Source: an optimization exercise on an open RTL-to-GDS flow (aim: small area). Production flows keep margins and buffers that such runs may drop.
Where RTL was checked, it was by simulation tests only, not by an equivalence proof against the original.
No functional check of the RTL was part of run 1.
Power and IR drop assume default switching activity.

File: flow/run.sh
#!/bin/bash
# synth_recipe.tcl (not shown) runs the flow's synth.tcl, then flattens the netlist and writes it again
# the make line also repeats each setting of config.mk as NAME=value (left out here)
make -C /OpenROAD-flow-scripts/flow DESIGN_CONFIG=/design/flow/config.mk WORK_HOME=/design/flow/orfs CLKGATE_MAP_FILE= SYNTH_SCRIPT=/design/flow/synth_recipe.tcl finish
File: flow/config.mk
export PLATFORM = sky130hd
export DESIGN_NAME = simple_dmem
export DESIGN_NICKNAME = simple_dmem
export VERILOG_FILES = /design/flow/design.v
export SDC_FILE = /design/flow/constraint.sdc
export NUM_CORES = 4
export LEC_CHECK = 0
export CAP_MARGIN = 20
export CORE_MARGIN = 2
export CORE_UTILIZATION = 70
export CTS_BUF_LIST = sky130_fd_sc_hd__clkbuf_16
export CTS_CLUSTER_DIAMETER = 50
export CTS_CLUSTER_SIZE = 28
export PLACE_DENSITY = 0.8
export SLEW_MARGIN = 20
export SYNTH_HIERARCHICAL = 1
File: flow/constraint.sdc
create_clock -name core_clock -period 8.0 [get_ports {clk}]
set_input_delay 1.6000 -clock core_clock [delete_from_list [all_inputs] [get_ports {clk}]]
set_output_delay 1.6000 -clock core_clock [all_outputs]
set_load 0.01 [all_outputs]
File: flow/design.v
module simple_dmem #(
    parameter int unsigned LAT     = 2,
    parameter logic [7:0]  RO_BASE = 8'hF0
) (
    input  logic       clk,
    input  logic       rst,
    input  logic       mem_req,
    input  logic       mem_we,
    input  logic [7:0] mem_addr,
    input  logic [7:0] mem_wdata,
    output logic [7:0] mem_rdata,
    output logic       mem_ready,
    output logic       err,
    output logic [7:0] rd_cnt,
    output logic [7:0] wr_cnt
);
    localparam int NL = 16;    
    localparam int NP = 15;    
    logic [1:0] st_q;
    logic [7:0] addr_q;
    logic [7:0] wdata_q;
    logic       we_q;
    logic [3:0] ph_q;        
    logic [1:0] rc_q;        
    logic [7:0] rdata_q;
    logic [7:0] rd_hold_q;
    logic       ready_q;
    logic       err_q;
    logic [7:0] rd_cnt_q;
    logic [7:0] wr_cnt_q;
    logic [7:0] ring_q [NL][NP];
    logic       idle, done, prot_q, clear, wen;
    logic [7:0] ra;
    logic [7:0] wd;
    logic [15:0] lsel;
    logic [4:0]  tsel;       
    logic [3:0]  wsel;       
    logic        hit;
    logic [7:0]  rd_now;
    logic [7:0]  rd_val;
    assign idle   = (st_q == 2'd0);
    assign done   = (st_q == 2'd2);
    assign prot_q = (addr_q >= RO_BASE);
    assign clear  = rst | (rc_q != 2'd3);
    assign ra  = idle ? mem_addr : addr_q;
    assign wd  = idle ? mem_wdata : wdata_q;
    assign wen = ~rst & (idle ? (mem_req & mem_we) : we_q);
    always_comb begin
        for (int l = 0; l < NL; l++) lsel[l] = (ra[3:0] == 4'(l));
    end
    always_comb begin
        tsel = 5'd0;
        wsel = 4'd0;
        hit  = 1'b1;
        for (int h = 0; h < NP; h++) begin
            if (ra[7:4] == 4'(h)) begin
                for (int ph = 0; ph < NP; ph++) begin
                    if (ph_q == 4'(ph)) begin
                        if ((h + ph) % NP % 3 == 2) begin
                            tsel[(h + ph) % NP / 3] = (rc_q >= 2'((h + ph) % NP % 4));
                            hit = 1'b1;
                        end else begin
                            hit = 1'b0;
                        end
                        if ((h + ph + 1) % NP % 4 == 0)
                            wsel[(h + ph + 1) % NP / 4] = 1'b1;
                    end
                end
            end
        end
    end
    logic [7:0] ring_rd [NL];
    for (genvar l = 0; l < NL; l++) begin : g_rd
        simple_dmem_tap5 u_tap (
            .sel (tsel),
            .t0  (ring_q[l][2]),
            .t1  (ring_q[l][5]),
            .t2  (ring_q[l][8]),
            .t3  (ring_q[l][11]),
            .t4  (ring_q[l][14]),
            .q   (ring_rd[l])
        );
    end
    always_comb begin
        rd_now = 8'd0;
        for (int l = 0; l < NL; l++) rd_now = rd_now | (ring_rd[l] & {8{lsel[l]}});
    end
    assign rd_val = hit ? rd_now : rd_hold_q;
    logic [7:0] port_d [NL][4];
    for (genvar l = 0; l < NL; l++) begin : g_ring
        for (genvar j = 0; j < 4; j++) begin : g_port
            logic pw;
            assign pw = wen & lsel[l] & wsel[j];
            simple_dmem_port u_port (
                .keep (~(clear | pw)),
                .wr   (pw),
                .last (ring_q[l][(4 * j + NP - 1) % NP]),
                .wd   (wd),
                .d    (port_d[l][j])
            );
        end
    end
    always_ff @(posedge clk) begin
        for (int l = 0; l < NL; l++) begin
            for (int p = 0; p < NP; p++) begin
                if (p % 4 == 0) ring_q[l][p] <= port_d[l][p / 4];
                else            ring_q[l][p] <= ring_q[l][p - 1];
            end
        end
    end
    always_ff @(posedge clk) begin
        addr_q  <= ra;
        we_q    <= idle ? mem_we : we_q;
        wdata_q <= wd;
        if (hit) rd_hold_q <= rd_now;
    end
    always_ff @(posedge clk) begin
        if (rst) begin
            st_q     <= 2'd0;
            ph_q     <= 4'd0;
            rc_q     <= 2'd0;
            rdata_q  <= 8'd0;
            ready_q  <= 1'b0;
            err_q    <= 1'b0;
            rd_cnt_q <= 8'd0;
            wr_cnt_q <= 8'd0;
        end else begin
            ph_q <= (ph_q >= 4'd14) ? 4'd0 : ph_q + 4'd1;
            if (rc_q != 2'd3) rc_q <= rc_q + 2'd1;
            case (st_q)
                2'd0: st_q <= mem_req ? 2'd1 : 2'd0;
                2'd1: st_q <= 2'd2;
                2'd2: st_q <= 2'd3;
                default: st_q <= 2'd0;
            endcase
            ready_q <= done;
            err_q   <= done & we_q & prot_q;
            if (done & ~we_q) begin
                rdata_q <= rd_val;
                if (rd_cnt_q != 8'hFF) rd_cnt_q <= rd_cnt_q + 8'd1;
            end
            if (done & we_q & ~prot_q && wr_cnt_q != 8'hFF) begin
                wr_cnt_q <= wr_cnt_q + 8'd1;
            end
        end
    end
    assign mem_rdata = rdata_q;
    assign mem_ready = ready_q;
    assign err       = err_q;
    assign rd_cnt    = rd_cnt_q;
    assign wr_cnt    = wr_cnt_q;
endmodule
module simple_dmem_port (
    input  logic       keep,
    input  logic       wr,
    input  logic [7:0] last,
    input  logic [7:0] wd,
    output logic [7:0] d
);
    assign d = (last & {8{keep}}) | (wd & {8{wr}});
endmodule
module simple_dmem_tap5 (
    input  logic [4:0] sel,
    input  logic [7:0] t0,
    input  logic [7:0] t1,
    input  logic [7:0] t2,
    input  logic [7:0] t3,
    input  logic [7:0] t4,
    output logic [7:0] q
);
    assign q = (t0 & {8{sel[0]}}) | (t1 & {8{sel[1]}}) | (t2 & {8{sel[2]}}) |
               (t3 & {8{sel[3]}}) | (t4 & {8{sel[4]}});
endmodule
==> flow_metrics.py, run 1 <==
metrics = {
    "cts": {
        "cts-resized-gates": 0,
        "cts_buffers": 131,
        "cts-root-buf": "clkbuf_16",
        "clk_pin_slew_ns": 0.09,
        "clkLatencyLatePin_ns": 0.76,
        "cts_tree": "done",
        "clock-sinks": 1979,
        "clockBufferDepth": 3,
        "cts_setup_buffers": 0,
        "cts_hold_buf": 0,
        "h-tree-depth": 4,
    },
    "pwr": {
        "seq_power_share": 0.538,
        "p_switching_mw": 4.714,
        "swShare": 0.2541,
        "p_leak_nw": 22.76,
        "power.density_nw_per_um2": 319.7,
        "ir_drop_v": 0.0002844,
        "total_power_mw": 18.55,
        "power_frac_comb": 0.076,
        "power_frac_clock": 0.387,
        "intPower_mw": 13.84,
    },
    "die": {
        "die_w_um": 279.6,
        "placementRows": 101,
        "fp.dieH_um": 279.6,
        "die-area_um2": 78170,
        "initial_utilization": 0.7035,
        "io_pins": 46,
        "core-area_um2": 75570,
    },
    "sta": {
        "worst_slack_ns": 2.173,
        "relSlewSlack": 0.2046,
        "min_period_over_period": 0.7284,
        "timing.fmax_mhz": 171.6,
        "setup_viol": 0,
        "fin_tns_setup_ns": 0,
        "finalWorstPathRequiredPeriod_ns": 5.827,
        "finalHoldViolations": 0,
        "maxSlewViolCount": 0,
        "finClkSkew_ns": 0.04136,
        "rsz0062_at_grt": "no",
        "worst_pin_slew_ns": 1.193,
    },
    "synth": {
        "syn_avg_cell_area_um2": 13.86,
        "yosysUniqueCellTypes": 77,
        "syn_nets": 3868,
        "synth_flop_cell": "dfxtp_1",
        "yosysSeqAreaShare": 0.7453,
        "yosys.area.top_type": "dfxtp_1",
        "synthArstFlopShare": 0,
        "synth_most_common_cell": "dfxtp_1",
        "synth_top_area_share": 0.7448,
        "yosys_warnings": 11,
        "synthTopCellsByCount": "dfxtp_1 (1978), a22o_1 (516), nand2_1 (231), a22oi_1 (215), nor2_1 (155)",
        "ys_ff_latch": 1979,
        "synth-edff-count": 1,
        "syn_inst": 3837,
        "syn_area_um2": 53170,
        "yosys-top-cells-area": "dfxtp_1 (74%), a22o_1 (8.5%), a22oi_1 (3.0%), buf_6 (2.8%), a222oi_1 (2.5%)",
    },
    "setup_path": {
        "critical_path_required_ns": 8.64,
        "crit_path_max_incr_delay_ns": 0.80,
        "crit_fanout": 48,
        "path_buf_inv": 3,
        "crit_slowest_cell": "and2_4",
        "crit_path_frequent_cell": "a22oi_1",
        "cp.arrival_ns": 6.46,
        "worstSetupPathType": "in -> reg",
        "crit_path_start_kind": "input port",
        "crit_family": "simple AND/OR/NAND/NOR gates",
        "path_cells": "clkdlybuf4s50_1, or3b_1, a22oi_1, a22oi_1, o21ai_1, a21oi_1, nor2_1, nand4b_1, buf_4, and2_4, buf_12, a222oi_1, nand2_1, a22oi_1, nand4_1, nor3_1, and3_1, o31ai_2",
        "cp-end-kind": "flip-flop",
    },
    "detailed_routing": {
        "ant_nets": 0,
        "viasPerCell": 6.456,
        "met1Wirelength_um": 55250,
        "wl_per_cell_um": 26.70,
        "drc_errors": 0,
        "dr.max_layer_used": "met5",
        "met3_length_um": 12510,
        "vias": 31600,
        "finalWirelength_um": 130700,
        "first_iter_violations": 4308,
        "drtPass1Iterations": 10,
        "route.met2.wl_um": 57560,
    },
    "layout": {
        "antenna_cells": 0,
        "utilization": 0.7679,
        "drive_above_1_share": 0.08325,
        "final_nets": 3841,
        "area_growth_pct": 9.147,
    },
    "worst_hold_path": {
        "hold_class": "reg -> reg",
    },
    "global_route": {
        "antenna_found_initial": 1,
        "grt_usage": 0.3300,
        "grt_first_pass_wirelength_um": 194300,
        "overflow": 0,
        "grt_max_degree": 76,
        "grt_pass1_vias": 30780,
    },
    "placed_design": {
        "hpwl_um": 73940,
        "place_congestion": 0.9103,
        "preCtsSetupSlack_ns": 1.619,
        "port_buffers": 45,
    },
    "run": {
        "drv_cap": 0,
    },
    "run_status": {
        "outcome": "finished clean",
    },
}
logic make-up (layout without fill, tap and decap cells):
group	after synthesis	count (layout)	synth area share
AO/OA/AOI/OAI	1037	1037	0.1640
XOR/XNOR	13	13	0.002142
adder cells (fa/ha/maj)	11	11	0.002589
buffers and inverters	265	344	0.03810
flip-flops	1979	1979	0.7453
multiplexers	29	29	0.006048
AND/OR/NAND/NOR	503	503	0.04177
worst register-to-register path: stages, from the launching register on:
cell      delay, ns
dfxtp_1        0.33
inv_1          0.06
ha_2           0.30
or3b_1         0.53
a22oi_1        0.58
a221oi_1       0.19
a21oi_1        0.16
nand2_1        0.08
nand4b_1       0.14
buf_4          0.36
and2_4         0.81
buf_12         0.34
a222oi_1       0.16
nand2_1        0.17
a22oi_1        0.14
nand4_1        0.25
nor3_1         0.09
and3_1         0.21
o31ai_2        0.23
metal layers:
metal,global-route usage,vias to the layer above
met2,0.5010,1841
li1,-,13880
met4,0.1352,2
met5,0,-
met1,0.4698,15550
met3,0.06130,329
through the flow:
| step | cell area (um^2) | hold slack, ns | instances |
|---|---|---|---|
| CTS | 57970 | 0.3018 | 4892 |
| detailed placement | 53400 | 0.3121 | 4653 |
| finish | 58030 | 0.2995 | 4894 |
| floorplan | 53170 | 0.3096 | 3837 |
| global route | 58030 | 0.3131 | 4894 |
| global placement | 53400 | 0.3095 | 4653 |
power by group through the flow:
stage               Clock, mW  Combinational (mW)  Sequential, mW
floorplan                   0               0.791            10.2
global placement            0                1.31            10.2
detailed placement          0                1.32            10.2
CTS                      7.20                1.33            9.98
global route             7.60                1.44            9.99
finish                   7.17                1.40            9.98
path summary, 6_finish.rpt:
kind,start,to,slack (ns),cells past startpoint
hold reg to reg,ring_q[211][7]$_DFF_P_,ring_q[212][7]$_DFF_P_,0.30,0
setup reg to reg,st_q[0]$_SDFF_PP0_,rdata_q[3]$_SDFFE_PP0P_,2.79,18
hold / removal,ring_q[211][7]$_DFF_P_,ring_q[212][7]$_DFF_P_,0.30,0
setup / recovery,mem_addr[4],rdata_q[3]$_SDFFE_PP0P_,2.17,18
cell usage in the layout (no fill, tap or decap), drive strengths merged, types with 6 or more instances in the layout:
cell type,synthesis,routed
nor3,8,8
buf,162,50
a22oi,227,227
ha,11,11
clkbuf,93,135
nand4,16,16
nand2b,9,9
clkinvlp,0,9
a31oi,26,26
a222oi,131,131
inv,10,47
nor2b,10,10
a211oi,6,6
nand3b,13,13
a22o,516,516
and3,6,6
o31ai,7,7
o21ai,35,35
o22ai,7,7
xor2,11,11
clkinv,0,46
dfxtp,1978,1978
mux2,15,15
or3,7,7
clkdlybuf4s50,0,45
nand3,20,20
mux2i,13,13
bufinv,0,12
or3b,8,8
nand2,232,232
a21oi,37,37
nor2,155,155
registers in the layout (all words and copies together), names as in the netlist:
register	cells
ring_q	1920
addr_q	8
rd_cnt_q	8
rd_hold_q	8
rdata_q	8
wdata_q	8
wr_cnt_q	8
ph_q	4
rc_q	2
st_q	2
err_q	1
ready_q	1
we_q	1
final cells by class:
| type | count | area, um^2 |
|---|---|---|
| clock inverter | 104 | 1195 |
| clock buffer | 135 | 3378 |
| fill | 4348 | 17540 |
| multi-input combinational | 1593 | 11620 |
| timing repair buffer | 95 | 945.9 |
| tap | 978 | 1224 |
| sequential | 1979 | 39630 |
| inverter | 10 | 37.54 |
per-module statistics from Yosys (local to each module, per instance):
module / copies in the design / flops+latches / cells
simple_dmem_tap5: 16 / 0 / 28
simple_dmem: 1 / 1979 / 2749
simple_dmem_port: 64 / 0 / 10
==> run 2: changes to the inputs <==
--- a/flow/design.v
+++ b/flow/design.v
@@ -38,6 +38,7 @@
     logic        hit;
     logic [7:0]  rd_now;
     logic [7:0]  rd_val;
+    logic [7:0]  rd_fix;
     assign idle   = (st_q == 2'd0);
     assign done   = (st_q == 2'd2);
     assign prot_q = (addr_q >= RO_BASE);
@@ -85,19 +86,29 @@
         rd_now = 8'd0;
         for (int l = 0; l < NL; l++) rd_now = rd_now | (ring_rd[l] & {8{lsel[l]}});
     end
-    assign rd_val = hit ? rd_now : rd_hold_q;
+    assign rd_fix = rd_now ^ {8{tsel[0] | tsel[2] | tsel[3]}};
+    assign rd_val = hit ? rd_fix : rd_hold_q;
     logic [7:0] port_d [NL][4];
-    for (genvar l = 0; l < NL; l++) begin : g_ring
-        for (genvar j = 0; j < 4; j++) begin : g_port
-            logic pw;
-            assign pw = wen & lsel[l] & wsel[j];
-            simple_dmem_port u_port (
-                .keep (~(clear | pw)),
-                .wr   (pw),
-                .last (ring_q[l][(4 * j + NP - 1) % NP]),
-                .wd   (wd),
-                .d    (port_d[l][j])
-            );
+    logic [7:0] wd_n;
+    logic [NL*4-1:0] p_keep, p_wr;
+    assign wd_n = ~wd;
+    simple_dmem_ctl u_ctl (
+        .lsel  (lsel),
+        .wselw (wsel & {4{wen}}),
+        .clear (clear),
+        .keep  (p_keep),
+        .wr    (p_wr)
+    );
+    always_comb begin
+        for (int l = 0; l < NL; l++) begin
+            for (int j = 0; j < 4; j++) begin
+                if (j % 2 == 0)
+                    port_d[l][j] = ~((ring_q[l][(4 * j + NP - 1) % NP] & {8{p_keep[l*4+j]}}) |
+                                     (wd & {8{p_wr[l*4+j]}}));
+                else
+                    port_d[l][j] = ~((ring_q[l][(4 * j + NP - 1) % NP] | {8{p_keep[l*4+j]}}) &
+                                     (wd_n | {8{p_wr[l*4+j]}}));
+            end
         end
     end
     always_ff @(posedge clk) begin
@@ -112,7 +123,7 @@
         addr_q  <= ra;
         we_q    <= idle ? mem_we : we_q;
         wdata_q <= wd;
-        if (hit) rd_hold_q <= rd_now;
+        if (hit) rd_hold_q <= rd_fix;
     end
     always_ff @(posedge clk) begin
         if (rst) begin
@@ -150,14 +161,25 @@
     assign rd_cnt    = rd_cnt_q;
     assign wr_cnt    = wr_cnt_q;
 endmodule
-module simple_dmem_port (
-    input  logic       keep,
-    input  logic       wr,
-    input  logic [7:0] last,
-    input  logic [7:0] wd,
-    output logic [7:0] d
+module simple_dmem_ctl (
+    input  logic [15:0] lsel,
+    input  logic [3:0]  wselw,
+    input  logic        clear,
+    output logic [63:0] keep,
+    output logic [63:0] wr
 );
-    assign d = (last & {8{keep}}) | (wd & {8{wr}});
+    always_comb begin
+        for (int l = 0; l < 16; l++) begin
+            for (int j = 0; j < 4; j++) begin
+                wr[l*4+j]   = lsel[l] & wselw[j];
+                keep[l*4+j] = ~(clear | wr[l*4+j]);
+                if (j % 2 == 1) begin
+                    wr[l*4+j]   = ~wr[l*4+j];
+                    keep[l*4+j] = ~keep[l*4+j];
+                end
+            end
+        end
+    end
 endmodule
 module simple_dmem_tap5 (
     input  logic [4:0] sel,
==> run 2 against run 1 <==
Effect of this change: clock power down 2%; register-to-register slack worse by 0.86 ns; clock-buffer cell count down 13; sequential power about the same; non-clock buffer count up 6; still clean on timing, DRC and antenna; largest cell class unchanged; area after synthesis down 1.9%; wire length up 7.4%; first-iteration DRC count up 17%; critical endpoint is now rdata_q[2]$_SDFFE_PP0P_; critical path depth down 3.
==> flow_metrics.py, run 2 <==
metrics = {
    "setup_path": {
        "crit_path_frequent_cell": "o31ai_1",
        "cp-end-kind": "flip-flop",
        "path_cells": "clkdlybuf4s50_1, nand3b_2, a21boi_0, o311a_1, o31ai_1, a31oi_4, buf_12, a222oi_1, nand2_1, a22oi_1, nand4_1, nor2_1, o31a_2, nor4_2, o31ai_1",
        "crit_slowest_cell": "a22oi_1",
        "worstSetupPathType": "in -> reg",
        "crit_path_start_kind": "input port",
        "crit_path_max_incr_delay_ns": 0.63,
        "critical_path_required_ns": 8.62,
        "cp.arrival_ns": 6.80,
        "crit_fanout": 54,
    },
    "cts": {
        "cts_buffers": 120,
        "clkLatencyLatePin_ns": 0.71,
        "h-tree-depth": 3,
        "clk_pin_slew_ns": 0.09,
        "cts_tree": "done",
        "clock-sinks": 1979,
        "cts_hold_buf": 0,
        "cts_setup_buffers": 0,
        "cts-resized-gates": 0,
        "cts-root-buf": "clkbuf_16",
        "clockBufferDepth": 3,
    },
    "die": {
        "placementRows": 100,
        "initial_utilization": 0.7041,
        "die_w_um": 277.0,
        "core-area_um2": 74070,
        "fp.dieH_um": 277.0,
        "die-area_um2": 76710,
        "io_pins": 46,
    },
    "synth": {
        "synthSimpleGateAreaFrac": 0.04572,
        "synth_top_area_share": 0.7592,
        "synth-compound-area-share": 0.1571,
        "yosysSeqAreaShare": 0.7598,
        "syn_area_um2": 52160,
        "synthArstFlopShare": 0,
        "synthXorXnorAreaFrac": 0.001847,
        "synth-adder-area-share": 0.002639,
        "synth-edff-count": 1,
        "yosys.area.top_type": "dfxtp_1",
        "synth_flop_cell": "dfxtp_1",
        "synth_most_common_cell": "dfxtp_1",
        "muxShareOfSynthArea": 0.004654,
        "yosys_warnings": 13,
        "yosys-top-cells-area": "dfxtp_1 (76%), a22oi_1 (6.7%), o22ai_1 (3.1%), a222oi_1 (2.5%), nand2_1 (1.7%)",
        "synthTopCellsByCount": "dfxtp_1 (1978), a22oi_1 (462), o22ai_1 (262), nand2_1 (242), buf_1 (141)",
        "syn_avg_cell_area_um2": 13.30,
        "syn_nets": 3952,
        "syn_inst": 3921,
        "ys_ff_latch": 1979,
        "synth_top_family_by_area": "compound AO/OA/AOI/OAI gates",
        "yosysUniqueCellTypes": 87,
    },
    "global_route": {
        "grt_first_pass_wirelength_um": 205800,
        "antenna_found_initial": 0,
        "grt_max_degree": 129,
        "grt_pass1_vias": 31500,
        "grt_usage": 0.3575,
        "overflow": 0,
    },
    "pwr": {
        "p_leak_nw": 21.82,
        "power.density_nw_per_um2": 332.0,
        "ir_drop_v": 0.0003386,
    },
    "layout": {
        "seqCellArea_um2": 39630,
        "multi_input_area_um2": 11250,
        "area_growth_pct": 10.52,
        "post-route-cell-area_um2": 57640,
        "largest-register": "ring_q",
        "final_nets": 3866,
        "largest_reg_flops": 1920,
        "drive_above_1_share": 0.09419,
        "fillers": 4142,
        "layout_common_cells": "dfxtp_1 (1978), a22oi_1 (462), o22ai_1 (262)",
        "layout_commonest_cell": "dfxtp_1",
    },
    "sta": {
        "maxSlewViolCount": 0,
        "finalWorstPathRequiredPeriod_ns": 6.179,
        "finClkSkew_ns": 0.04129,
        "rsz0062_at_grt": "no",
        "relSlewSlack": 0.2003,
        "worst_pin_slew_ns": 1.192,
        "timing.fmax_mhz": 161.8,
        "finalHoldViolations": 0,
        "setup_viol": 0,
        "min_period_over_period": 0.7724,
        "fin_tns_setup_ns": 0,
    },
    "run": {
        "drv_cap": 0,
    },
    "detailed_routing": {
        "first_iter_violations": 5024,
        "wl_per_cell_um": 28.59,
        "ant_nets": 0,
        "viasPerCell": 6.656,
        "drtPass1Iterations": 9,
        "finalWirelength_um": 140300,
        "vias": 32670,
        "drc_errors": 0,
    },
    "worst_hold_path": {
        "hold_class": "reg -> reg",
    },
    "placed_design": {
        "post_dp_cell_area_um2": 53130,
        "port_buffers": 45,
        "hpwl_um": 82610,
        "place_congestion": 0.9422,
    },
    "run_status": {
        "outcome": "finished clean",
    },
}
## run 2: cell type report
class,instances,share of cell area
multi-input cells,1614,0.1952
repair buffers,101,0.01760
clock buffers,122,0.05296
flip-flops and latches,1979,0.6875
well taps,969,0.02103
inverters,19,0.001237
diodes,1,0.00004341
clock inverters,104,0.02446
## run 2: logic make-up after synthesis
group	Yosys count
xor+xnor	11
mux	22
buf+inv	328
flops	1979
fa+ha+maj	11
compound gates	1091
simple gates	479
## run 2: path summary, 6_finish.rpt
check	start	end	slack (ns)	cells past startpoint
worst max-delay path	mem_addr[4]	rdata_q[2]$_SDFFE_PP0P_	1.82	15
worst min-delay path	ring_q[147][6]$_DFF_P_	ring_q[148][6]$_DFF_P_	0.31	0
worst max register to register	st_q[1]$_SDFF_PP0_	rdata_q[2]$_SDFFE_PP0P_	1.93	16
worst min register to register	ring_q[147][6]$_DFF_P_	ring_q[148][6]$_DFF_P_	0.31	0
## run 2: power breakdown
| part | leakage [nW] | internal, mW | switching, mW | total (mW) |
|---|---|---|---|---|
| Sequential | 16.0 | 9.93 | 0.0679 | 10.0 |
| Combinational | 3.66 | 0.536 | 1.59 | 2.13 |
| Clock | 2.17 | 3.33 | 3.67 | 7.01 |
## run 2: per-layer routing
metal	routed length (um)	global-route usage
met1	56620	0.4927
met2	62910	0.5481
met3	13970	0.07171
met4	6824	0.1681
met5	0	0
## run 2: through the flow
step	std cells	util	setup slack, ns	hold slack, ns	total power, mW
2_1_floorplan	3921	-	3.048	0.3096	11.34
3_3_place_gp	4677	0.7167	1.459	0.3095	12.22
3_5_place_dp	4679	0.7173	1.389	0.3121	12.25
4_1_cts	4905	0.7776	2.089	0.3145	19.06
5_1_grt	4908	0.7782	1.587	0.3077	19.56
6_report	4909	0.7782	1.821	0.3076	19.14
## run 2: critical path, delay by kind of cell
family          cells  cell delay [ns]
buf+inv             2             0.92
compound gates      8             3.11
simple gates        5             1.07
## run 2: per-module statistics from Yosys, one instance, submodules excluded
| module | copies in the design | flip-flops and latches | cell area [um^2] | cells inside |
|---|---|---|---|---|
| simple_dmem | 1 | 1979 | 48280 | 3326 |
| simple_dmem_ctl | 1 | 0 | 889.6 | 147 |
| simple_dmem_tap5 | 16 | 0 | 186.4 | 28 |
==> run 3: changes to the inputs <==
==> flow/flow/run.sh (new file) <==
#!/bin/bash
set -euo pipefail
export CTS_ARGS="-sink_clustering_enable -repair_clock_nets -dont_use_dummy_load -sink_clustering_size 28 -sink_clustering_max_diameter 50 -buf_list sky130_fd_sc_hd__clkbuf_16"
export BUFFER_PORTS_ARGS="-buffer_cell sky130_fd_sc_hd__buf_1"
bash standard.sh > standard.log 2>&1
==> flow/standard.sh (new file) <==
#!/bin/bash
# synth_recipe.tcl (not shown) runs the flow's synth.tcl, then flattens the netlist and writes it again
# the make line also repeats each setting of config.mk as NAME=value (left out here)
make -C /OpenROAD-flow-scripts/flow DESIGN_CONFIG=/design/flow/config.mk WORK_HOME=/design/flow/orfs CLKGATE_MAP_FILE= SYNTH_SCRIPT=/design/flow/synth_recipe.tcl "${@:-finish}"
--- a/flow/config.mk
+++ b/flow/config.mk
@@ -8,9 +8,6 @@
 export CAP_MARGIN = 20
 export CORE_MARGIN = 2
 export CORE_UTILIZATION = 70
-export CTS_BUF_LIST = sky130_fd_sc_hd__clkbuf_16
-export CTS_CLUSTER_DIAMETER = 50
-export CTS_CLUSTER_SIZE = 28
 export PLACE_DENSITY = 0.8
 export SLEW_MARGIN = 20
 export SYNTH_HIERARCHICAL = 1
removed: flow/run.sh
==> run 3 against run 2 <==
Effect of this change: global-route usage shrank 1.1 points; die area is the same; flip-flop and latch count is the same; total power shrank 6.1%; wire length shrank 3.0%; clock power shrank 16%; clock-buffer cell count grew 8; area after synthesis is the same; worst setup slack gained 0.17 ns; cell count shrank 1.9%; design area shrank 2.6%; highest routed layer unchanged.
==> flow_metrics.py, run 3 <==
metrics = {
    "run_status": {
        "outcome": "finished clean",
    },
    "die": {
        "initial_utilization": 0.7041,
        "io_pins": 46,
        "core-area_um2": 74070,
        "die_w_um": 277.0,
        "placementRows": 100,
        "fp.dieH_um": 277.0,
        "die-area_um2": 76710,
    },
    "placed_design": {
        "hpwl_um": 77690,
        "place_congestion": 0.9125,
        "port_buffers": 45,
    },
    "synth": {
        "synth-adder-area-share": 0.002639,
        "yosys.area.top_type": "dfxtp_1",
        "synth_top_family_by_area": "compound AO/OA/AOI/OAI gates",
        "synth_most_common_cell": "dfxtp_1",
        "synth_top_area_share": 0.7592,
        "ys_ff_latch": 1979,
        "yosys_warnings": 13,
        "synthTopCellsByCount": "dfxtp_1 (1978), a22oi_1 (462), o22ai_1 (262), nand2_1 (242), buf_1 (141)",
        "synth_flop_cell": "dfxtp_1",
        "muxShareOfSynthArea": 0.004654,
        "syn_nets": 3952,
        "synthSimpleGateAreaFrac": 0.04572,
        "yosys-top-cells-area": "dfxtp_1 (76%), a22oi_1 (6.7%), o22ai_1 (3.1%), a222oi_1 (2.5%), nand2_1 (1.7%)",
        "yosysSeqAreaShare": 0.7598,
        "synthXorXnorAreaFrac": 0.001847,
        "synth-compound-area-share": 0.1571,
        "syn_inst": 3921,
        "yosysUniqueCellTypes": 87,
        "syn_area_um2": 52160,
        "synth-edff-count": 1,
        "syn_avg_cell_area_um2": 13.30,
        "synthArstFlopShare": 0,
    },
    "setup_path": {
        "crit_fanout": 57,
        "crit_path_start_kind": "flip-flop",
        "cp-end-kind": "flip-flop",
        "cp.arrival_ns": 6.60,
        "reg2reg_slack_ns": 1.99,
        "worstSetupPathType": "reg -> reg",
        "critical_path_required_ns": 8.59,
    },
    "global_route": {
        "grt_usage": 0.3469,
        "grt_max_degree": 129,
        "antenna_found_initial": 3,
        "grt_first_pass_wirelength_um": 199700,
        "grt_pass1_vias": 31530,
        "overflow": 0,
    },
    "detailed_routing": {
        "first_iter_violations": 4742,
        "drc_errors": 0,
        "met1Wirelength_um": 55320,
        "dr.max_layer_used": "met4",
        "ant_nets": 0,
        "vias": 32340,
        "finalWirelength_um": 136200,
        "viasPerCell": 6.714,
        "met3_length_um": 13030,
        "drtPass1Iterations": 10,
        "wl_per_cell_um": 28.27,
        "route.met2.wl_um": 61980,
    },
    "cts": {
        "h-tree-depth": 4,
        "cts_setup_buffers": 0,
        "cts-resized-gates": 0,
        "cts_buffers": 130,
        "cts-root-buf": "clkbuf_16",
        "clk_pin_slew_ns": 0.07,
        "cts_hold_buf": 0,
        "clkLatencyLatePin_ns": 0.75,
        "cts_tree": "done",
        "clock-sinks": 1979,
        "clockBufferDepth": 3,
    },
    "pwr": {
        "power.density_nw_per_um2": 320.2,
        "total_power_mw": 17.97,
        "p_leak_nw": 21.15,
        "p_switching_mw": 4.639,
        "intPower_mw": 13.33,
        "power_frac_clock": 0.327,
        "swShare": 0.2581,
        "ir_drop_v": 0.0004026,
        "seq_power_share": 0.556,
        "power_frac_comb": 0.117,
    },
    "sta": {
        "finClkSkew_ns": 0.07598,
        "worst_pin_slew_ns": 1.250,
        "relSlewSlack": 0.1669,
        "min_period_over_period": 0.7512,
        "finalWorstPathRequiredPeriod_ns": 6.010,
        "setup_viol": 0,
        "rsz0062_at_grt": "no",
        "timing.fmax_mhz": 166.4,
        "fin_tns_setup_ns": 0,
        "finalHoldViolations": 0,
        "maxSlewViolCount": 0,
    },
    "layout": {
        "layout_commonest_cell": "dfxtp_1",
        "area_growth_pct": 7.619,
        "largest-register": "ring_q",
        "drive_above_1_share": 0.07334,
        "layout_common_cells": "dfxtp_1 (1978), a22oi_1 (462), o22ai_1 (262)",
        "largest_reg_flops": 1920,
        "final_nets": 3878,
    },
    "worst_hold_path": {
        "hold_class": "reg -> reg",
    },
    "run": {
        "drv_cap": 0,
    },
}
run 3: per-stage QoR:
step | instance area [um^2] | setup WS (ns) | instances | utilization | hold WS [ns]
after global placement | 52830 | 1.673 | 4682 | 0.7132 | 0.3096
after floorplan | 52160 | 3.048 | 3921 | - | 0.3096
after detailed placement | 52840 | 1.589 | 4683 | 0.7134 | 0.3121
after global routing | 56130 | 1.703 | 4816 | 0.7577 | 0.2839
final | 56130 | 1.990 | 4817 | 0.7578 | 0.2782
after CTS | 56090 | 2.035 | 4813 | 0.7573 | 0.2703
run 3: cell families after synthesis:
family / Yosys count
AOI/OAI and AO/OA: 1091
xor gates and xnor gates: 11
muxes: 22
and+or+nand+nor: 479
adders and majority gates: 11
DFF: 1979
buffers and inverters: 328
run 3: per-module statistics from Yosys (local to each module, per instance):
module / cells / copies in the design / area, um^2 / flip-flops and latches
simple_dmem_ctl: 147 / 1 / 889.6 / 0
simple_dmem_tap5: 28 / 16 / 186.4 / 0
simple_dmem: 3326 / 1 / 48280 / 1979
run 3: path summary, 6_finish.rpt:
kind / startpoint / to / cells after the start
max: st_q[1]$_SDFF_PP0_ / rdata_q[3]$_SDFFE_PP0P_ / 16
min: ring_q[210][0]$_DFF_P_ / ring_q[211][0]$_DFF_P_ / 0
max reg2reg: st_q[1]$_SDFF_PP0_ / rdata_q[3]$_SDFFE_PP0P_ / 16
min reg2reg: ring_q[210][0]$_DFF_P_ / ring_q[211][0]$_DFF_P_ / 0
run 3: worst max-delay path, cell delays in order, from the launching register on:
cell      delay, ns
dfxtp_1        0.31
inv_1          0.09
ha_2           0.71
or3b_1         0.47
a21oi_1        0.16
o311a_1        0.37
o31ai_1        0.59
a31oi_4        0.44
buf_12         0.33
a222oi_1       0.39
nand2_1        0.23
a22oi_1        0.39
nand2_1        0.10
nor4_1         0.62
o31a_2         0.27
nor4_2         0.05
o31ai_1        0.29
run 3: layout make-up:
class | count | area (um^2)
sequential | 1979 | 39630
fill | 4391 | 17940
multi-input combinational | 1614 | 11240
clock buffer | 130 | 3253
tap | 969 | 1212
timing repair buffer | 103 | 715.7
inverter | 19 | 71.32
antenna | 3 | 7.507
run 3: routing by layer:
layer,vias up,global-route usage
met5,-,0
met4,0,0.1552
met3,349,0.05956
met2,1906,0.5379
met1,16130,0.4831
li1,13960,-
run 3: power by group through the flow:
stage          Sequential (mW)  Clock (mW)  Combinational (mW)
2_1_floorplan             10.2           0                1.14
5_1_grt                   10.0        6.23                2.14
4_1_cts                   10.0        5.89                2.01
3_5_place_dp              10.2           0                1.99
6_report                  10.0        5.87                2.10
3_3_place_gp              10.2           0                1.98
==> run 4: changes to the inputs <==
==> flow/flow/run.sh (replaced) <==
#!/bin/bash
set -euo pipefail
export CTS_ARGS="-sink_clustering_enable -repair_clock_nets -dont_use_dummy_load -sink_clustering_size 16 -sink_clustering_max_diameter 35 -buf_list sky130_fd_sc_hd__clkbuf_16 -root_buf sky130_fd_sc_hd__clkbuf_16 -tree_buf sky130_fd_sc_hd__clkbuf_16 -sink_clustering_buffer sky130_fd_sc_hd__clkbuf_8"
export BUFFER_PORTS_ARGS="-buffer_cell sky130_fd_sc_hd__buf_1"
bash standard.sh > standard.log 2>&1
--- a/flow/config.mk
+++ b/flow/config.mk
@@ -7,7 +7,7 @@
 export LEC_CHECK = 0
 export CAP_MARGIN = 20
 export CORE_MARGIN = 2
-export CORE_UTILIZATION = 70
-export PLACE_DENSITY = 0.8
+export CORE_UTILIZATION = 78
+export PLACE_DENSITY = 0.86
 export SLEW_MARGIN = 20
 export SYNTH_HIERARCHICAL = 1
==> run 4 against run 3 <==
Effect of this change: largest cell class unchanged; total power fell by 4.0%; first-iteration DRC count is 7.5% higher; maximum frequency up 3.9%; cell count shrank 1.2%; sequential power about the same; largest power group unchanged; worst hold slack hardly changed; clock power is 14% lower.
==> flow_metrics.py, run 4 <==
metrics = {
    "run_status": {
        "outcome": "finished clean",
    },
    "global_route": {
        "grt_usage": 0.4266,
        "grt_max_degree": 129,
        "grt_first_pass_wirelength_um": 219300,
        "overflow": 0,
        "grt_pass1_vias": 34540,
        "antenna_found_initial": 4,
    },
    "layout": {
        "largest-register": "ring_q",
        "layout_commonest_cell": "dfxtp_1",
        "largest_reg_flops": 1920,
        "post-route-cell-area_um2": 55430,
        "fillers": 3023,
        "area_growth_pct": 6.281,
        "final_nets": 3925,
        "drive_above_1_share": 0.08376,
        "layout_common_cells": "dfxtp_1 (1978), a22oi_1 (462), o22ai_1 (262)",
    },
    "die": {
        "core-area_um2": 65980,
        "die_w_um": 262.6,
        "initial_utilization": 0.7905,
        "die-area_um2": 68950,
        "placementRows": 94,
        "fp.dieH_um": 262.6,
        "io_pins": 46,
    },
    "setup_path": {
        "cp.arrival_ns": 6.38,
        "crit_path_start_kind": "input port",
        "reg2regPathDepth": 16,
        "critical_path_required_ns": 8.59,
        "crit_fanout": 128,
        "path_cells": "buf_1, or3b_1, nand2_1, and2_1, a221oi_1, nor3_1, a211oi_1, nor2_4, buf_12, a222oi_1, nand2_1, a22oi_1, nand4_1, nor3_1, o31a_2, nor4_2, o31ai_1",
        "cp-end-kind": "flip-flop",
        "crit_slowest_cell": "a211oi_1",
        "crit_path_max_incr_delay_ns": 0.61,
        "worstSetupPathType": "in -> reg",
    },
    "synth": {
        "yosysSeqAreaShare": 0.7598,
        "yosysUniqueCellTypes": 87,
        "synthSimpleGateAreaFrac": 0.04572,
        "synth_top_area_share": 0.7592,
        "ys_ff_latch": 1979,
        "synthArstFlopShare": 0,
        "synth-compound-area-share": 0.1571,
        "syn_area_um2": 52160,
        "synth_flop_cell": "dfxtp_1",
        "synth_top_family_by_area": "compound AO/OA/AOI/OAI gates",
        "synthTopCellsByCount": "dfxtp_1 (1978), a22oi_1 (462), o22ai_1 (262), nand2_1 (242), buf_1 (141)",
        "syn_avg_cell_area_um2": 13.30,
        "syn_inst": 3921,
        "muxShareOfSynthArea": 0.004654,
        "synth-edff-count": 1,
        "yosys-top-cells-area": "dfxtp_1 (76%), a22oi_1 (6.7%), o22ai_1 (3.1%), a222oi_1 (2.5%), nand2_1 (1.7%)",
        "yosys.area.top_type": "dfxtp_1",
        "synth_most_common_cell": "dfxtp_1",
        "yosys_warnings": 13,
        "syn_nets": 3952,
        "synthXorXnorAreaFrac": 0.001847,
        "synth-adder-area-share": 0.002639,
    },
    "cts": {
        "cts-root-buf": "clkbuf_16",
        "cts_hold_buf": 0,
        "clock-sinks": 1979,
        "cts_setup_buffers": 0,
        "clockBufferDepth": 3,
        "h-tree-depth": 4,
        "clkLatencyLatePin_ns": 0.75,
        "cts_tree": "done",
        "cts_buffers": 169,
        "clk_pin_slew_ns": 0.08,
        "cts-resized-gates": 0,
    },
    "detailed_routing": {
        "vias": 34050,
        "drc_errors": 0,
        "ant_nets": 0,
        "drtPass1Iterations": 8,
        "first_iter_violations": 5096,
        "wl_per_cell_um": 31.63,
        "viasPerCell": 7.153,
        "finalWirelength_um": 150600,
    },
    "sta": {
        "min_period_over_period": 0.7229,
        "worst_pin_slew_ns": 1.216,
        "finalHoldViolations": 0,
        "fin_tns_setup_ns": 0,
        "relSlewSlack": 0.1841,
        "rsz0062_at_grt": "no",
        "timing.fmax_mhz": 172.9,
        "finClkSkew_ns": 0.09214,
        "setup_viol": 0,
        "maxSlewViolCount": 0,
        "finalWorstPathRequiredPeriod_ns": 5.783,
    },
    "run": {
        "drv_cap": 0,
    },
    "placed_design": {
        "post_dp_cell_area_um2": 52840,
        "hpwl_um": 87240,
        "port_buffers": 45,
        "place_congestion": 0.9348,
    },
    "pwr": {
        "p_switching_mw": 4.706,
        "power_frac_comb": 0.126,
        "intPower_mw": 12.55,
        "seq_power_share": 0.580,
        "p_leak_nw": 20.91,
        "ir_drop_v": 0.0002377,
        "power_frac_clock": 0.294,
        "swShare": 0.2728,
        "power.density_nw_per_um2": 311.2,
    },
    "worst_hold_path": {
        "hold_class": "reg -> reg",
        "hold_depth": 0,
    },
}
[run 4: cell counts after synthesis]
Identical to the previous run, type by type.
[run 4: cells by family after synthesis]
family	after synthesis
DFF	1979
AOI/OAI and AO/OA	1091
and+or+nand+nor	479
buffers and inverters	328
muxes	22
xor gates and xnor gates	11
adders and majority gates	11
[run 4: routing by layer]
layer  share of wire  track usage  vias to the layer above
li1                -            -                    14010
met1            0.36       0.5311                    16560
met2            0.45       0.6578                     2783
met3            0.12       0.1083                      695
met4           0.074       0.2971                        2
met5         0.00031     0.004851                        -
[run 4: final timing paths]
| path | start | endpoint | slack [ns] |
|---|---|---|---|
| setup / recovery | mem_addr[4] | rdata_q[5]$_SDFFE_PP0P_ | 2.22 |
| setup reg to reg | st_q[1]$_SDFF_PP0_ | rdata_q[5]$_SDFFE_PP0P_ | 2.31 |
| hold reg to reg | ring_q[70][4]$_DFF_P_ | ring_q[71][4]$_DFF_P_ | 0.28 |
| hold / removal | ring_q[70][4]$_DFF_P_ | ring_q[71][4]$_DFF_P_ | 0.28 |
[run 4: final cells by class]
cell class | count | area, um^2 | area share
timing repair buffer | 111 | 880.8 | 0.01589
tap | 864 | 1081 | 0.01950
multi-input combinational | 1614 | 11240 | 0.2028
clock buffer | 169 | 2517 | 0.04542
antenna | 4 | 10.01 | 0.0001806
inverter | 19 | 72.57 | 0.001309
sequential | 1979 | 39630 | 0.7149
[run 4: metrics by stage]
stage | setup WS [ns] | hold WS [ns] | power (mW) | util | instances
floorplan | 3.048 | 0.3096 | 11.34 | - | 3921
global placement | 1.760 | 0.3095 | 12.19 | 0.8000 | 4582
detailed placement | 1.826 | 0.3121 | 12.25 | 0.8009 | 4584
CTS | 2.506 | 0.2661 | 17.09 | 0.8390 | 4753
global route | 1.886 | 0.2782 | 17.58 | 0.8401 | 4759
finish | 2.217 | 0.2778 | 17.25 | 0.8401 | 4760
[run 4: modules after synthesis, one instance, submodules excluded]
module,cells inside,copies in the design
simple_dmem_ctl,147,1
simple_dmem_tap5,28,16
simple_dmem,3326,1
[run 4: worst max-delay path, delay by kind of cell]
| kind | cells | cell delay, ns |
|---|---|---|
| AOI/OAI and AO/OA | 6 | 2.38 |
| and+or+nand+nor | 9 | 1.77 |
| buffers and inverters | 2 | 0.57 |
[run 4: power by group through the flow]
| stage | combinational (mW) | clock [mW] | sequential (mW) |
|---|---|---|---|
| final | 2.18 | 5.07 | 10.0 |
| after detailed placement | 2.02 | 0 | 10.2 |
| after CTS | 2.04 | 5.05 | 10.0 |
| after global placement | 1.97 | 0 | 10.2 |
| after global routing | 2.17 | 5.39 | 10.0 |
| after floorplan | 1.14 | 0 | 10.2 |
==> run 5: changes to the inputs <==
==> flow/flow/run.sh (replaced) <==
#!/bin/bash
set -euo pipefail
export CTS_ARGS="-sink_clustering_enable -repair_clock_nets -dont_use_dummy_load -sink_clustering_size 10 -sink_clustering_max_diameter 30 -buf_list sky130_fd_sc_hd__clkbuf_16 -root_buf sky130_fd_sc_hd__clkbuf_16 -tree_buf sky130_fd_sc_hd__clkbuf_16 -sink_clustering_buffer sky130_fd_sc_hd__clkbuf_4"
export BUFFER_PORTS_ARGS="-buffer_cell sky130_fd_sc_hd__buf_1"
bash standard.sh > standard.log 2>&1
==> run 5 against run 4 <==
Effect of this change: register-to-register slack worse by 0.36 ns; worst setup slack got worse by 0.30 ns; non-clock buffer count shrank 1; sequential share of layout area is 0.69 points higher; largest cell class unchanged.
==> flow_metrics.py, run 5 <==
metrics = {
    "run_status": {
        "outcome": "finished clean",
    },
    "setup_path": {
        "timing.rr.start": "st_q[1]$_SDFF_PP0_",
        "crit_fanout": 128,
        "reg2regPathDepth": 16,
        "reg2reg_slack_ns": 1.95,
        "path_cells": "buf_1, or3b_1, nand2_1, and2_1, a221oi_1, nor3_1, a211oi_1, nor2_4, buf_12, a222oi_1, nand2_1, a22oi_1, nand4_1, nor3_1, o31a_2, nor4_2, o31ai_1",
        "crit_path_max_incr_delay_ns": 0.79,
        "worstSetupPathType": "in -> reg",
        "crit_path_start_kind": "input port",
        "critical_path_required_ns": 8.62,
        "crit_slowest_cell": "a22oi_1",
        "crit_family": "compound AO/OA/AOI/OAI gates",
        "cp.arrival_ns": 6.70,
        "cp-end-kind": "flip-flop",
        "path_buf_inv": 2,
        "reg2reg_to": "rdata_q[5]$_SDFFE_PP0P_",
    },
    "sta": {
        "setup_viol": 0,
        "fin_tns_setup_ns": 0,
        "min_period_over_period": 0.7599,
        "finalWorstPathRequiredPeriod_ns": 6.079,
        "worst_pin_slew_ns": 1.278,
        "finClkSkew_ns": 0.09548,
        "relSlewSlack": 0.1454,
        "maxSlewViolCount": 0,
        "rsz0062_at_grt": "no",
        "finalHoldViolations": 0,
        "timing.fmax_mhz": 164.5,
    },
    "synth": {
        "syn_inst": 3921,
        "yosys.area.top_type": "dfxtp_1",
        "yosys-top-cells-area": "dfxtp_1 (76%), a22oi_1 (6.7%), o22ai_1 (3.1%), a222oi_1 (2.5%), nand2_1 (1.7%)",
        "yosys_warnings": 13,
        "syn_avg_cell_area_um2": 13.30,
        "synthTopCellsByCount": "dfxtp_1 (1978), a22oi_1 (462), o22ai_1 (262), nand2_1 (242), buf_1 (141)",
        "synth_most_common_cell": "dfxtp_1",
        "yosysSeqAreaShare": 0.7598,
        "synth_flop_cell": "dfxtp_1",
        "syn_nets": 3952,
        "yosysUniqueCellTypes": 87,
        "synth-edff-count": 1,
        "ys_ff_latch": 1979,
        "synth_top_area_share": 0.7592,
        "syn_area_um2": 52160,
        "synthArstFlopShare": 0,
    },
    "cts": {
        "cts_setup_buffers": 0,
        "cts-root-buf": "clkbuf_16",
        "clk_pin_slew_ns": 0.11,
        "clockBufferDepth": 3,
        "clock-sinks": 1979,
        "cts-resized-gates": 0,
        "h-tree-depth": 4,
        "cts_buffers": 228,
        "cts_hold_buf": 0,
        "clkLatencyLatePin_ns": 0.75,
        "cts_tree": "done",
    },
    "run": {
        "drv_cap": 0,
    },
    "layout": {
        "largest_reg_flops": 1920,
        "area_growth_pct": 5.259,
        "final_nets": 3983,
        "instances_no_fill": 4817,
        "drive_above_1_share": 0.09722,
        "layout_commonest_cell": "dfxtp_1",
        "layout_common_cells": "dfxtp_1 (1978), a22oi_1 (462), o22ai_1 (262)",
        "largest-register": "ring_q",
        "multi_input_area_um2": 11240,
        "seqCellArea_um2": 39630,
        "fillers": 3166,
    },
    "placed_design": {
        "port_buffers": 45,
        "hpwl_um": 87240,
        "placedCellCount": 4584,
        "place_congestion": 0.9348,
    },
    "die": {
        "initial_utilization": 0.7905,
        "core-area_um2": 65980,
        "placementRows": 94,
        "die_w_um": 262.6,
        "io_pins": 46,
        "die-area_um2": 68950,
        "fp.dieH_um": 262.6,
    },
    "detailed_routing": {
        "first_iter_violations": 5060,
        "drc_errors": 0,
        "vias": 34100,
        "finalWirelength_um": 147900,
        "ant_nets": 0,
        "drtPass1Iterations": 9,
        "wl_per_cell_um": 30.70,
        "viasPerCell": 7.080,
    },
    "worst_hold_path": {
        "hold_start": "ring_q[121][1]$_DFF_P_",
        "hold_depth": 0,
        "hold_class": "reg -> reg",
        "hold_end": "ring_q[122][1]$_DFF_P_",
    },
    "pwr": {
        "ir_drop_v": 0.0002261,
        "p_leak_nw": 20.78,
        "power.density_nw_per_um2": 304.5,
    },
    "global_route": {
        "grt_first_pass_wirelength_um": 216600,
        "grt_pass1_vias": 34760,
        "overflow": 0,
        "grt_max_degree": 129,
        "grt_usage": 0.4198,
        "antenna_found_initial": 5,
    },
}
## run 5: metal layers
metal | routed length (um) | GRT usage | vias up
li1 | - | - | 14180
met1 | 53840 | 0.5324 | 16520
met2 | 66630 | 0.6454 | 2780
met3 | 17250 | 0.1041 | 625
met4 | 10140 | 0.2785 | 6
met5 | 39 | 0 | -
## run 5: worst max path at each step
stage / from / to / slack (ns) / depth (start not counted)
6_report: mem_addr[4] / rdata_q[5]$_SDFFE_PP0P_ / 1.92 / 17
5_1_grt: mem_addr[4] / rdata_q[5]$_SDFFE_PP0P_ / 1.57 / 17
4_1_cts: st_q[1]$_SDFF_PP0_ / rdata_q[5]$_SDFFE_PP0P_ / 2.35 / 16
3_5_place_dp: mem_addr[4] / rdata_q[5]$_SDFFE_PP0P_ / 1.83 / 17
3_3_place_gp: mem_addr[4] / rdata_q[6]$_SDFFE_PP0P_ / 1.76 / 16
2_1_floorplan: mem_addr[6] / rdata_q[7]$_SDFFE_PP0P_ / 3.05 / 14
## run 5: through the flow
step / power, mW / cell area [um^2] / util / worst slack (ns) / hold WS, ns
2_1_floorplan: 11.34 / 52160 / - / 3.048 / 0.3096
3_3_place_gp: 12.19 / 52790 / 0.8000 / 1.760 / 0.3095
3_5_place_dp: 12.25 / 52840 / 0.8009 / 1.826 / 0.3121
4_1_cts: 16.58 / 54850 / 0.8313 / 2.349 / 0.2910
5_1_grt: 17.09 / 54900 / 0.8320 / 1.573 / 0.2903
6_report: 16.71 / 54900 / 0.8320 / 1.921 / 0.2935
## run 5: cell type report
| cell class | count | area share |
|---|---|---|
| Inverter | 19 | 0.001322 |
| Clock buffer | 228 | 0.03660 |
| Sequential cell | 1979 | 0.7219 |
| Timing Repair Buffer | 110 | 0.01563 |
| Tap cell | 864 | 0.01969 |
| Antenna cell | 3 | 0.0001367 |
| Multi-Input combinational cell | 1614 | 0.2048 |
## run 5: power by group
group / total, mW / leakage [nW] / switching, mW / internal [mW]
logic: 2.16 / 3.61 / 1.63 / 0.528
registers: 10.0 / 16.0 / 0.0674 / 9.94
clock network: 4.55 / 1.18 / 2.95 / 1.61
## run 5: cells by family (layout without fill, tap and decap cells)
group / count (synthesis) / in the layout / share of synthesized area
AOI/OAI and AO/OA: 1091 / 1091 / 0.1571
xor gates and xnor gates: 11 / 11 / 0.001847
adders and majority gates: 11 / 11 / 0.002639
buffers and inverters: 328 / 357 / 0.02821
DFF: 1979 / 1979 / 0.7598
muxes: 22 / 22 / 0.004654
other: 0 / 3 / 0
and+or+nand+nor: 479 / 479 / 0.04573
## run 5: Yosys stat by module, one instance, submodules excluded
module,times used,flip-flops and latches
simple_dmem_tap5,16,0
simple_dmem_ctl,1,0
simple_dmem,1,1979
==> run 6: changes to the inputs <==
--- a/flow/design.v
+++ b/flow/design.v
@@ -70,22 +70,20 @@
             end
         end
     end
-    logic [7:0] ring_rd [NL];
-    for (genvar l = 0; l < NL; l++) begin : g_rd
-        simple_dmem_tap5 u_tap (
-            .sel (tsel),
-            .t0  (ring_q[l][2]),
-            .t1  (ring_q[l][5]),
-            .t2  (ring_q[l][8]),
-            .t3  (ring_q[l][11]),
-            .t4  (ring_q[l][14]),
-            .q   (ring_rd[l])
-        );
+    logic [79:0]      tap_sel;
+    logic [79:0][7:0] taps;
+    always_comb begin
+        for (int l = 0; l < NL; l++)
+            for (int k = 0; k < 5; k++) begin
+                tap_sel[l*5+k] = lsel[l] & tsel[k];
+                taps[l*5+k]    = ring_q[l][3*k+2];
+            end
     end
-    always_comb begin
-        rd_now = 8'd0;
-        for (int l = 0; l < NL; l++) rd_now = rd_now | (ring_rd[l] & {8{lsel[l]}});
-    end
+    simple_dmem_rdmux u_rd (
+        .sel  (tap_sel),
+        .taps (taps),
+        .q    (rd_now)
+    );
     assign rd_fix = rd_now ^ {8{tsel[0] | tsel[2] | tsel[3]}};
     assign rd_val = hit ? rd_fix : rd_hold_q;
     logic [7:0] port_d [NL][4];
@@ -181,15 +179,13 @@
         end
     end
 endmodule
-module simple_dmem_tap5 (
-    input  logic [4:0] sel,
-    input  logic [7:0] t0,
-    input  logic [7:0] t1,
-    input  logic [7:0] t2,
-    input  logic [7:0] t3,
-    input  logic [7:0] t4,
-    output logic [7:0] q
+module simple_dmem_rdmux (
+    input  logic [79:0]      sel,
+    input  logic [79:0][7:0] taps,
+    output logic [7:0]       q
 );
-    assign q = (t0 & {8{sel[0]}}) | (t1 & {8{sel[1]}}) | (t2 & {8{sel[2]}}) |
-               (t3 & {8{sel[3]}}) | (t4 & {8{sel[4]}});
+    always_comb begin
+        q = 8'd0;
+        for (int i = 0; i < 80; i++) q = q | (taps[i] & {8{sel[i]}});
+    end
 endmodule
--- a/flow/config.mk
+++ b/flow/config.mk
@@ -7,7 +7,7 @@
 export LEC_CHECK = 0
 export CAP_MARGIN = 20
 export CORE_MARGIN = 2
-export CORE_UTILIZATION = 78
-export PLACE_DENSITY = 0.86
+export CORE_UTILIZATION = 84
+export PLACE_DENSITY = 0.9
 export SLEW_MARGIN = 20
 export SYNTH_HIERARCHICAL = 1
==> run 6 against run 5 <==
Effect of this change: the flow now stops in global routing (5_1_grt); synthesized cell count decreased by 0.31%; area after synthesis about the same.
==> flow_metrics.py, run 6 <==
metrics = {
    "run_status": {
        "outcome": "stopped before the end",
        "error_line": "[ERROR GRT-0116] Global routing finished with congestion. Check the congestion regions in the DRC Viewer.",
        "lastStage": "global routing (5_1_grt)",
    },
    "synth": {
        "yosys-top-cells-area": "dfxtp_1 (76%), a22oi_1 (4.6%), o22ai_1 (3.2%), a22o_1 (2.2%), a221oi_1 (2.1%)",
        "synth-edff-count": 1,
        "syn_inst": 3909,
        "synth_most_common_cell": "dfxtp_1",
        "syn_avg_cell_area_um2": 13.35,
        "synthArstFlopShare": 0,
        "synth_flop_cell": "dfxtp_1",
        "syn_nets": 3940,
        "yosysSeqAreaShare": 0.7592,
        "yosys.area.top_type": "dfxtp_1",
        "synth_top_area_share": 0.7587,
        "yosys_warnings": 11,
        "syn_area_um2": 52190,
        "yosysUniqueCellTypes": 83,
        "ys_ff_latch": 1979,
        "synthTopCellsByCount": "dfxtp_1 (1978), a22oi_1 (323), o22ai_1 (267), nor2_1 (161), buf_1 (142)",
    },
    "cts": {
        "clock-sinks": 1979,
        "cts-root-buf": "clkbuf_16",
        "cts_hold_buf": 0,
        "h-tree-depth": 4,
        "cts-resized-gates": 0,
        "cts_buffers": 224,
        "clockBufferDepth": 3,
        "cts_setup_buffers": 0,
    },
    "global_route": {
        "grt_max_degree": 48,
        "grt_pass1_vias": 41340,
        "grt_first_pass_wirelength_um": 330000,
        "overflow": 580,
        "grt_usage": 0.7436,
    },
    "placed_design": {
        "hpwl_um": 135300,
        "port_buffers": 45,
        "place_congestion": 1.744,
    },
    "die": {
        "die_w_um": 253.3,
        "fp.dieH_um": 253.3,
        "initial_utilization": 0.8473,
        "io_pins": 46,
        "placementRows": 91,
    },
}
## run 6: cells by family after synthesis
| family | count (synthesis) | synth area share |
|---|---|---|
| adder cells (fa/ha/maj) | 11 | 0.002637 |
| multiplexers | 30 | 0.006496 |
| AND/OR/NAND/NOR | 448 | 0.04176 |
| flip-flops | 1979 | 0.7592 |
| buffers and inverters | 364 | 0.03493 |
| AO/OA/AOI/OAI | 1056 | 0.1514 |
| XOR/XNOR | 21 | 0.003524 |
## run 6: power groups by stage
stage	combinational, mW	sequential (mW)	clock (mW)
3_5_place_dp	1.51	10.2	0
3_3_place_gp	1.46	10.2	0
4_1_cts	1.53	10.0	4.51
2_1_floorplan	0.829	10.2	0
## run 6: modules after synthesis, one instance, submodules excluded
module	cells	area [um^2]	copies in the design	flip-flops and latches
simple_dmem	3290	47490	1	1979
simple_dmem_rdmux	472	3816	1	0
simple_dmem_ctl	147	889.6	1	0
## run 6: layer usage
metal	overflow	GRT usage
met1	94	0.7747
met2	196	0.8929
met3	132	0.6248
met4	136	0.6201
met5	22	0.3938
## run 6: stage by stage
| step | setup WS, ns | utilization | hold WS (ns) | std cells | area (um^2) |
|---|---|---|---|---|---|
| after CTS | 2.381 | 0.8797 | 0.2757 | 4733 | 54190 |
| after floorplan | 2.794 | - | 0.3096 | 3909 | 52190 |
| after detailed placement | 1.658 | 0.8476 | 0.3121 | 4509 | 52210 |
| after global placement | 1.886 | 0.8474 | 0.3095 | 4508 | 52200 |
## run 6: worst max path at each step
stage | start | end | cells after the start
after floorplan | mem_addr[6] | rdata_q[0]$_SDFFE_PP0P_ | 20
after detailed placement | mem_addr[6] | rdata_q[7]$_SDFFE_PP0P_ | 16
after CTS | mem_addr[6] | rdata_q[7]$_SDFFE_PP0P_ | 16
after global placement | mem_addr[6] | rdata_q[7]$_SDFFE_PP0P_ | 16
==> run 7: changes to the inputs <==
==> flow/flow/run.sh (replaced) <==
#!/bin/bash
set -euo pipefail
export CTS_ARGS="-sink_clustering_enable -repair_clock_nets -dont_use_dummy_load -sink_clustering_size 18 -sink_clustering_max_diameter 38 -buf_list sky130_fd_sc_hd__clkbuf_16 -root_buf sky130_fd_sc_hd__clkbuf_16 -tree_buf sky130_fd_sc_hd__clkbuf_16 -sink_clustering_buffer sky130_fd_sc_hd__clkbuf_8"
export BUFFER_PORTS_ARGS="-buffer_cell sky130_fd_sc_hd__buf_1"
bash standard.sh > standard.log 2>&1
==> run 7 against run 6 <==
Effect of this change: the flow again stops in global routing (5_1_grt); synthesized cell count is the same; area after synthesis is the same.
==> flow_metrics.py, run 7 <==
metrics = {
    "global_route": {
        "grt_usage": 0.7402,
        "grt_max_degree": 48,
        "overflow": 515,
        "grt_pass1_vias": 40550,
        "grt_first_pass_wirelength_um": 328400,
    },
    "synth": {
        "synthArstFlopShare": 0,
        "yosys_warnings": 11,
        "synth_most_common_cell": "dfxtp_1",
        "syn_avg_cell_area_um2": 13.35,
        "synth_flop_cell": "dfxtp_1",
        "yosys-top-cells-area": "dfxtp_1 (76%), a22oi_1 (4.6%), o22ai_1 (3.2%), a22o_1 (2.2%), a221oi_1 (2.1%)",
        "synth_top_area_share": 0.7587,
        "yosysSeqAreaShare": 0.7592,
        "syn_nets": 3940,
        "synth-edff-count": 1,
        "synthTopCellsByCount": "dfxtp_1 (1978), a22oi_1 (323), o22ai_1 (267), nor2_1 (161), buf_1 (142)",
        "syn_area_um2": 52190,
        "yosysUniqueCellTypes": 83,
        "yosys.area.top_type": "dfxtp_1",
        "ys_ff_latch": 1979,
        "syn_inst": 3909,
    },
    "placed_design": {
        "post_dp_cell_area_um2": 52210,
        "place_congestion": 1.744,
        "port_buffers": 45,
        "hpwl_um": 135300,
    },
    "die": {
        "die_w_um": 253.3,
        "fp.dieH_um": 253.3,
        "placementRows": 91,
        "initial_utilization": 0.8473,
        "io_pins": 46,
    },
    "run_status": {
        "error_line": "[ERROR GRT-0116] Global routing finished with congestion. Check the congestion regions in the DRC Viewer.",
        "lastStage": "global routing (5_1_grt)",
        "outcome": "stopped before the end",
    },
    "cts": {
        "cts_buffers": 150,
        "cts-resized-gates": 0,
        "h-tree-depth": 4,
        "cts_hold_buf": 0,
        "clockBufferDepth": 3,
        "cts-root-buf": "clkbuf_16",
        "clock-sinks": 1979,
        "cts_setup_buffers": 0,
    },
}
==> run 7: cell counts after synthesis <==
No cell type changed its count.
==> run 7: power groups by stage <==
| stage | registers, mW | clock network, mW | logic (mW) |
|---|---|---|---|
| CTS | 10.0 | 4.78 | 1.53 |
| detailed placement | 10.2 | 0 | 1.51 |
| global placement | 10.2 | 0 | 1.46 |
| floorplan | 10.2 | 0 | 0.829 |
==> run 7: cells by family after synthesis <==
family | synth area share
adder cells (fa/ha/maj) | 0.002637
AO/OA/AOI/OAI | 0.1514
AND/OR/NAND/NOR | 0.04176
multiplexers | 0.006496
buffers and inverters | 0.03493
flip-flops | 0.7592
XOR/XNOR | 0.003524
==> run 7: stage by stage <==
step                hold slack, ns    util  worst slack, ns  total power [mW]  cells
detailed placement          0.3121  0.8476            1.658             11.73   4509
global placement            0.3095  0.8474            1.886             11.67   4508
CTS                         0.2883  0.8842            2.292             16.31   4659
floorplan                   0.3096       -            2.794             11.01   3909
==> run 7: how the worst min path moves through the flow <==
stage | start | depth (start not counted) | end
2_1_floorplan | ring_q[99][0]$_DFF_P_ | 0 | ring_q[100][0]$_DFF_P_
4_1_cts | ring_q[129][2]$_DFF_P_ | 0 | ring_q[130][2]$_DFF_P_
3_3_place_gp | ring_q[156][3]$_DFF_P_ | 0 | ring_q[157][3]$_DFF_P_
3_5_place_dp | ring_q[121][0]$_DFF_P_ | 0 | ring_q[122][0]$_DFF_P_
==> run 7: per-module statistics from Yosys, one instance, submodules excluded <==
module             area (um^2)  copies in the design
simple_dmem_rdmux         3816                     1
simple_dmem              47490                     1
simple_dmem_ctl          889.6                     1
==> run 7: per-layer routing <==
layer / GRT usage / overflow
met1: 0.7721 / 110
met2: 0.8882 / 172
met3: 0.6131 / 105
met4: 0.6355 / 118
met5: 0.3722 / 10

afterwards: timing with drivers on the ports:
In the flow no input, the clock included, has a driving cell. The finished layouts below were timed again as built, in two steps. Step 1 assumes that a clkbuf_16 drives the clock port and a buf_2 every other input. Step 2 moves the port delays by t, midway between the first and last clock arrival at a register: inputs arrive t later, outputs are due t later. That takes back most of the time a late clock gives input paths. Three values: ideal ports, drivers, drivers and shift; two values: the first two.
run | t, ns | setup WS [ns] | cell pins on the clock port's net
run 1 | 0.805 | 2.173 / 2.221 / 1.416 | 1
run 2 | 0.758 | 1.821 / 1.860 / 1.103 | 1
run 3 | 0.780 | 1.990 / 1.990 / 1.454 | 1
run 4 | 0.762 | 2.217 / 2.257 / 1.495 | 1
run 5 | 0.767 | 1.921 / 1.947 / 1.195 | 1
After both steps every run listed still meets setup and hold. For run 1, which loses most, drivers alone change the setup slack by +0.048 ns; drivers and shift together by -0.757 ns.
